From an optimization exercise on the open Yosys and OpenROAD flow, aimed at small area; shortcuts taken in it are not production practice.
RTL that was checked went through simulation tests only; none was proved equivalent to the original.
Power is estimated from default activity; no workload was simulated.

// vector_unit_top
module vector_unit_top (
    input  logic                  clk_i,
    input  logic                  rst_n_i,
    input  logic                  wb_cyc_i,
    input  logic                  wb_stb_i,
    input  logic                  wb_we_i,
    input  logic [5-1:0] wb_adr_i,
    input  logic [32-1:0] wb_dat_i,
    input  logic [3:0]            wb_sel_i,
    output logic [32-1:0] wb_dat_o,
    output logic                  wb_ack_o
);
Settings: LEC_CHECK=0, CAP_MARGIN=20, CORE_MARGIN=2, CORE_UTILIZATION=65, CTS_BUF_LIST=sky130_fd_sc_hd__clkbuf_4 sky130_fd_sc_hd__clkbuf_8, CTS_CLUSTER_DIAMETER=100, CTS_CLUSTER_SIZE=40, PLACE_DENSITY=0.84, SLEW_MARGIN=20; clock period 5.0 ns.
standard.sh (not shown) runs the stock make flow with config.mk's settings and CLKGATE_MAP_FILE= SYNTH_SCRIPT=/design/flow/synth_recipe.tcl, a recipe that flattens the netlist after the stock synthesis.
==> flow/flow/run.sh <==
#!/bin/bash
# Layout flow: the standard ORFS flow (standard.sh), with these changes
# in how the layout is made:
#  - synthesis maps the logic with the area-oriented ABC script in
#    flow/abc.script; the rest of the synthesis script is ORFS's own, so the
#    registers and their names are those of the standard synthesis;
#  - the port buffers are sky130_fd_sc_hd__buf_1 cells;
set -euo pipefail
HERE=$PWD
FLOWDIR=$HERE/flow

# Synthesis script: the standard flow's, sourcing ORFS's synth.tcl with the ABC script
# swapped for ours
sed "/source \$::env(SCRIPTS_DIR)\/synth_preamble.tcl/a set abc_args [lreplace \$abc_args 1 1 $FLOWDIR/abc.script]" \
    "$FLOW_HOME/scripts/synth.tcl" > "$HERE/synth_own.tcl"
sed "s|source \$::env(SCRIPTS_DIR)/synth.tcl|source $HERE/synth_own.tcl|" \
    "$HERE/synth_recipe.tcl" > "$HERE/synth_recipe_own.tcl"
grep -q "synth_own.tcl" "$HERE/synth_recipe_own.tcl"
grep -q "abc.script" "$HERE/synth_own.tcl"

args=(SYNTH_SCRIPT="$HERE/synth_recipe_own.tcl"
      "BUFFER_PORTS_ARGS=-buffer_cell sky130_fd_sc_hd__buf_1")
if [[ -f "$FLOWDIR/make_args.txt" ]]; then
    while IFS= read -r line; do
        [[ -n "$line" ]] && args+=("$line")
    done < "$FLOWDIR/make_args.txt"
fi
bash "$HERE/standard.sh" "${args[@]}" finish > "$HERE/standard.log" 2>&1
==> flow/flow/abc.script <==
strash
dch -f
amap -F 3
topo
stime -c
==> flow/flow/make_args.txt <==
ADDER_MAP_FILE=
CTS_ARGS=-sink_clustering_enable -repair_clock_nets -sink_clustering_size 40 -sink_clustering_max_diameter 100 -buf_list {sky130_fd_sc_hd__clkbuf_4 sky130_fd_sc_hd__clkbuf_8} -dont_use_dummy_load
Edit:
- CORE_UTILIZATION: 65 -> 60
- PLACE_DENSITY: 0.84 -> 0.8
Result: First-iteration DRC count is lower by a quarter to a third. Final cell count is higher slightly. Power is lower slightly. Worst setup slack gets worse by 0.098 ns.

vector_unit_top, a different RTL version from the one above (not shown whole).
Size: roughly 940 cells after synthesis, roughly 120 flip-flops, ~79 I/O pins, about 8100 um^2 of cells after synthesis.
Design vector_unit_top, start of the top module:
module vector_unit_top (
    input  logic                  clk_i,
    input  logic                  rst_n_i,
    input  logic                  wb_cyc_i,
    input  logic                  wb_stb_i,
    input  logic                  wb_we_i,
    input  logic [5-1:0] wb_adr_i,
    input  logic [32-1:0] wb_dat_i,
    input  logic [3:0]            wb_sel_i,
    output logic [32-1:0] wb_dat_o,
    output logic                  wb_ack_o
);
==> flow/config.mk <==
export PLATFORM = sky130hd
export DESIGN_NAME = vector_unit_top
export DESIGN_NICKNAME = vector_unit_top
export VERILOG_FILES = /design/flow/design.v
export SDC_FILE = /design/flow/constraint.sdc
export NUM_CORES = 4
export LEC_CHECK = 0
export CAP_MARGIN = 20
export CORE_MARGIN = 2
export CORE_UTILIZATION = 50
export CTS_BUF_LIST = sky130_fd_sc_hd__clkbuf_4 sky130_fd_sc_hd__clkbuf_8
export CTS_CLUSTER_DIAMETER = 100
export CTS_CLUSTER_SIZE = 40
export GPL_TIMING_DRIVEN = 0
export PLACE_DENSITY = 0.7
export SLEW_MARGIN = 20
==> flow/constraint.sdc <==
create_clock -name core_clock -period 5.0 [get_ports {clk_i}]
set_input_delay 1.0000 -clock core_clock [delete_from_list [all_inputs] [get_ports {clk_i}]]
set_output_delay 1.0000 -clock core_clock [all_outputs]
set_load 0.01 [all_outputs]
==> flow/flow/run.sh <==
#!/bin/bash
# Layout flow: the standard ORFS flow, with three changes in how the
# layout is made:
#  - synthesis maps the logic with the ABC script in flow/abc.script (the
#    rest of the synthesis script is ORFS's own, unchanged);
#  - the port buffers are sky130_fd_sc_hd__buf_1 cells;
#  - extra make variables from flow/make_args.txt, one per line.
# Each tool's full output goes to a log file in this folder.
set -euo pipefail
HERE=$PWD
FLOWDIR=$HERE/flow

# Synthesis script: the standard flow's, sourcing ORFS's synth.tcl with the ABC script
# swapped for ours
sed "/source \$::env(SCRIPTS_DIR)\/synth_preamble.tcl/a set abc_args [lreplace \$abc_args 1 1 $FLOWDIR/abc.script]" \
    "$FLOW_HOME/scripts/synth.tcl" > "$HERE/synth_own.tcl"
sed "s|source \$::env(SCRIPTS_DIR)/synth.tcl|source $HERE/synth_own.tcl|" \
    "$HERE/synth_recipe.tcl" > "$HERE/synth_recipe_own.tcl"
grep -q "synth_own.tcl" "$HERE/synth_recipe_own.tcl"
grep -q "abc.script" "$HERE/synth_own.tcl"

args=(SYNTH_SCRIPT="$HERE/synth_recipe_own.tcl"
      "BUFFER_PORTS_ARGS=-buffer_cell sky130_fd_sc_hd__buf_1")
if [[ -f "$FLOWDIR/make_args.txt" ]]; then
    while IFS= read -r line; do
        [[ -n "$line" ]] && args+=("$line")
    done < "$FLOWDIR/make_args.txt"
fi
bash "$HERE/standard.sh" "${args[@]}" finish > "$HERE/standard.log" 2>&1
Scripts as last shown in full above: flow/flow/abc.script, flow/flow/make_args.txt
The baseline produced a clean layout.
Change:
Settings changed: CORE_UTILIZATION 50 to 60, GPL_TIMING_DRIVEN 0 to default, PLACE_DENSITY 0.7 to 0.8.
=> Maximum frequency grows by 4.6%; total power stays flat; clock-buffer cell count is unchanged.
No run of this note included a check of the RTL's function; only the layout flow was run.

==> afterwards: timing with drivers on the ports <==
How much do the figures lean on ideal ports? The routed layouts below were timed once more, with nothing changed but the port constraints. Step 1, drivers: a clkbuf_16 drives clk_i and a buf_2 each remaining input, both assumed. Step 2 times the ports against the registers' clock, not the clock port: input delays grow and output delays shrink by t, the midpoint of the rising clock arrivals with the driver on. Slacks: no drivers / after step 1 / after step 2; pairs: no drivers / after step 1.
| run | t (ns) | setup WS [ns] | slew at the worst register clock pin (ns) | worst data-port slew with drivers (ns) | cell pins on the clock port's net |
|---|---|---|---|---|---|
| the first run of note 1 | 0.486 | 0.422 / 0.422 / 0.422 | 0.08 / 0.08 | 0.04 | 1 |
| the second run of note 1 | 0.478 | 0.324 / 0.324 / 0.324 | 0.07 / 0.07 | 0.04 | 1 |
| the first run of note 2 | 0.483 | 0.347 / 0.347 / 0.347 | 0.09 / 0.09 | 0.03 | 1 |
| the second run of note 2 | 0.485 | 0.552 / 0.552 / 0.552 | 0.07 / 0.07 | 0.03 | 1 |
After both steps every run listed still meets setup and hold.
